Context: an optimization exercise on an open-source flow, tuned for small area. The choices shown serve that exercise and are no tape-out recipe.
Only simulation tests tie the RTL to the original design; equivalence was not proved.
Power is estimated from default activity; no workload was simulated.

==> flow/design.v (excerpt) <==
module array_feeder #(
    parameter int HEIGHT = 12,
    parameter int WIDTH  = 14,
    parameter int IWIDTH = 8,
    parameter int KW     = 8
) (
    input  logic                     clk,
    input  logic                     rst,
    input  logic                     start,
    input  logic [KW-1:0]            k_len,
    output logic                     busy,
    output logic                     done,
    input  logic                     in_valid,
    output logic                     in_ready,
    input  logic [HEIGHT*IWIDTH-1:0] in_ifm,
    input  logic [WIDTH*IWIDTH-1:0]  in_wght,
    output logic [HEIGHT-1:0]        en_i,
    output logic [HEIGHT-1:0]        clr_i,
    output logic [WIDTH-1:0]         en_w,
    output logic [WIDTH-1:0]         clr_w,
    output logic [WIDTH-1:0]         en_o,
    output logic [WIDTH-1:0]         clr_o,
    output logic [HEIGHT*IWIDTH-1:0] ifm,
    output logic [WIDTH*IWIDTH-1:0]  wght
);
Size: ~33,000 sq um of cells after synthesis.
export LEC_CHECK = 0
export CAP_MARGIN = 20
export CORE_MARGIN = 2
export CORE_UTILIZATION = 70
export PLACE_DENSITY = 0.75
export SLEW_MARGIN = 20
create_clock -name core_clock -period 4.0 [get_ports {clk}]
standard.sh (not shown) runs the stock make flow with config.mk's settings and CLKGATE_MAP_FILE= SYNTH_SCRIPT=/design/flow/synth_recipe.tcl, a recipe that flattens the netlist after the stock synthesis.
==> flow/flow/run.sh <==
#!/bin/bash
# Standard ORFS layout with two changes: ports are buffered with the smallest
# buffer, and clock-tree synthesis uses small clock buffers without dummy loads.
set -euo pipefail
export BUFFER_PORTS_ARGS="-buffer_cell sky130_fd_sc_hd__buf_1"
export CTS_ARGS="-sink_clustering_enable -repair_clock_nets -dont_use_dummy_load -buf_list {sky130_fd_sc_hd__clkbuf_8} -sink_clustering_size 18 -sink_clustering_max_diameter 40"
for step in synth floorplan place cts route finish; do
  bash standard.sh $step > log_$step.txt 2>&1
done
==> next run, changes <==
==> flow/flow/run.sh (replaced) <==
#!/bin/bash
# Standard ORFS layout with two changes: ports are buffered with the smallest
# buffer, and clock-tree synthesis uses small clock buffers without dummy loads.
set -euo pipefail
export BUFFER_PORTS_ARGS="-buffer_cell sky130_fd_sc_hd__buf_1"
export CTS_ARGS="-sink_clustering_enable -repair_clock_nets -dont_use_dummy_load -buf_list {sky130_fd_sc_hd__clkbuf_8} -sink_clustering_size 22 -sink_clustering_max_diameter 70"
for step in synth floorplan place cts route finish; do
  bash standard.sh $step > log_$step.txt 2>&1
done
--- a/flow/config.mk
+++ b/flow/config.mk
@@ -9,4 +9,4 @@
 export CORE_MARGIN = 2
-export CORE_UTILIZATION = 70
-export PLACE_DENSITY = 0.75
+export CORE_UTILIZATION = 65
+export PLACE_DENSITY = 0.7
 export SLEW_MARGIN = 20
Outcome: Synthesized cell count is unchanged; setup slack gets worse by 0.090 ns; count of clock-buffer cells in the layout decreases by 40.


Another version of the RTL of array_feeder (not shown whole).
Size: about 2000 cells after synthesis, ~1500 flip-flops, about 510 I/O pins.
clock: 4.0 ns
lec_check: 0
cap_margin: 20
core_margin: 2
core_utilization: 40
slew_margin: 20
run.sh (not shown) runs the stock make flow with config.mk's settings and CLKGATE_MAP_FILE= SYNTH_SCRIPT=/design/flow/synth_recipe.tcl, a recipe that flattens the netlist after the stock synthesis.
Stock flow here: none of the scripts above is used.
==> next run, changes <==
==> flow/flow/run.sh (new file) <==
#!/bin/bash
# Standard ORFS layout with two changes: ports are buffered with the smallest
# buffer, and clock-tree synthesis uses small clock buffers without dummy loads.
set -euo pipefail
export BUFFER_PORTS_ARGS="-buffer_cell sky130_fd_sc_hd__buf_1"
export CTS_ARGS="-sink_clustering_enable -repair_clock_nets -dont_use_dummy_load -buf_list {sky130_fd_sc_hd__clkbuf_8} -sink_clustering_size 20 -sink_clustering_max_diameter 50"
for step in synth floorplan place cts route finish; do
  bash standard.sh $step > log_$step.txt 2>&1
done
==> flow/standard.sh (new file) <==
#!/bin/bash
# synth_recipe.tcl (not shown) runs the flow's synth.tcl, then flattens the netlist and writes it again
# the make line also repeats each setting of config.mk as NAME=value (left out here)
make -C /OpenROAD-flow-scripts/flow DESIGN_CONFIG=/design/flow/config.mk WORK_HOME=/design/flow/orfs CLKGATE_MAP_FILE= SYNTH_SCRIPT=/design/flow/synth_recipe.tcl "${@:-finish}"
CORE_UTILIZATION = 60   (was 40)
PLACE_DENSITY = 0.6   (was not set)
removed: flow/run.sh
After rerunning: Via count shrinks by 4.2%. Power goes down by 24%. Hold slack degrades by 0.12 ns. Critical path depth is unchanged.
==> next run, changes <==
==> flow/flow/run.sh (replaced) <==
#!/bin/bash
# Standard ORFS layout with two changes: ports are buffered with the smallest
# buffer, and clock-tree synthesis uses small clock buffers without dummy loads.
set -euo pipefail
export BUFFER_PORTS_ARGS="-buffer_cell sky130_fd_sc_hd__buf_1"
export CTS_ARGS="-sink_clustering_enable -repair_clock_nets -dont_use_dummy_load -buf_list {sky130_fd_sc_hd__clkbuf_4 sky130_fd_sc_hd__clkbuf_8} -sink_clustering_size 10 -sink_clustering_max_diameter 63"
for step in synth floorplan place cts route finish; do
  bash standard.sh $step > log_$step.txt 2>&1
done
CORE_UTILIZATION = 80   (was 60)
PLACE_DENSITY = 0.85   (was 0.6)
After rerunning: With this change the flow never finished: it broke off in 4_1_cts; area after synthesis stays the same; synthesized cell count does not change.
==> next run, changes <==
==> flow/flow/run.sh (replaced) <==
#!/bin/bash
# Standard ORFS layout with two changes: ports are buffered with the smallest
# buffer, and clock-tree synthesis uses small clock buffers without dummy loads.
set -euo pipefail
export BUFFER_PORTS_ARGS="-buffer_cell sky130_fd_sc_hd__buf_1"
export CTS_ARGS="-sink_clustering_enable -repair_clock_nets -buf_list {sky130_fd_sc_hd__clkbuf_4 sky130_fd_sc_hd__clkbuf_8} -dont_use_dummy_load"
bash standard.sh synth > log_synth.txt 2>&1
bash standard.sh floorplan > log_floorplan.txt 2>&1
bash standard.sh place > log_place.txt 2>&1
bash standard.sh cts > log_cts.txt 2>&1
bash standard.sh route > log_route.txt 2>&1
bash standard.sh finish > log_finish.txt 2>&1
CORE_UTILIZATION = 60   (was 80)
PLACE_DENSITY = not set   (was 0.85)
What happened: The new run completed without violations; synthesized area is unchanged; synthesized cell count is unchanged.
==> next run, changes <==
==> flow/flow/run.sh (replaced) <==
#!/bin/bash
# Standard ORFS layout with two changes: ports are buffered with the smallest
# buffer, and clock-tree synthesis uses small clock buffers without dummy loads.
set -euo pipefail
export BUFFER_PORTS_ARGS="-buffer_cell sky130_fd_sc_hd__buf_1"
export CTS_ARGS="-sink_clustering_enable -repair_clock_nets -dont_use_dummy_load -buf_list {sky130_fd_sc_hd__clkbuf_4 sky130_fd_sc_hd__clkbuf_8} -sink_clustering_size 10 -sink_clustering_max_diameter 63"
for step in synth floorplan place cts route finish; do
  bash standard.sh $step > log_$step.txt 2>&1
done
CORE_UTILIZATION = 70   (was 60)
PLACE_DENSITY = 0.75   (was not set)
After rerunning: First-iteration DRC count is higher by well over a third; combinational power is higher by a few percent; power is lower slightly; register-to-register slack gets worse by 0.26 ns; die area is lower by about a fifth; setup slack gets worse by 0.044 ns.

==> re-timing with driven ports <==
Ports are ideal in the flow. The routed layouts listed here were re-timed in OpenROAD. Step 1: set_driving_cell puts a clkbuf_16 on clk and a buf_2 on each other input, an assumption about the parent block. Step 2, shift: input delay + t, output delay - t, t = (earliest + latest rising clock arrival at the registers) / 2. This alone moves slack from input paths to output paths. Slacks: no drivers / after step 1 / after step 2; pairs: no drivers / after step 1.
| run | t, ns | setup WS [ns] | clock arrival spread, ns | worst slew at a driven data input, ns |
|---|---|---|---|---|
| the first run of note 1 | 0.716 | 0.983 / 0.928 / 1.378 | 0.115 / 0.114 | 0.14 |
| the second run of note 1 | 0.684 | 0.893 / 0.836 / 1.227 | 0.072 / 0.072 | 0.11 |
| the first run of note 2 | 0.734 | 0.061 / -0.002 / 0.732 | 0.051 / 0.051 | 0.12 |
| the second run of note 2 | 0.709 | 0.210 / 0.153 / 0.862 | 0.102 / 0.102 | 0.10 |
| the fourth run of note 2 | 0.815 | 0.164 / 0.105 / 0.920 | 0.083 / 0.083 | 0.10 |
| the fifth run of note 2 | 0.788 | 0.120 / 0.066 / 0.854 | 0.098 / 0.099 | 0.12 |
After both steps setup and hold are still met in every run listed.
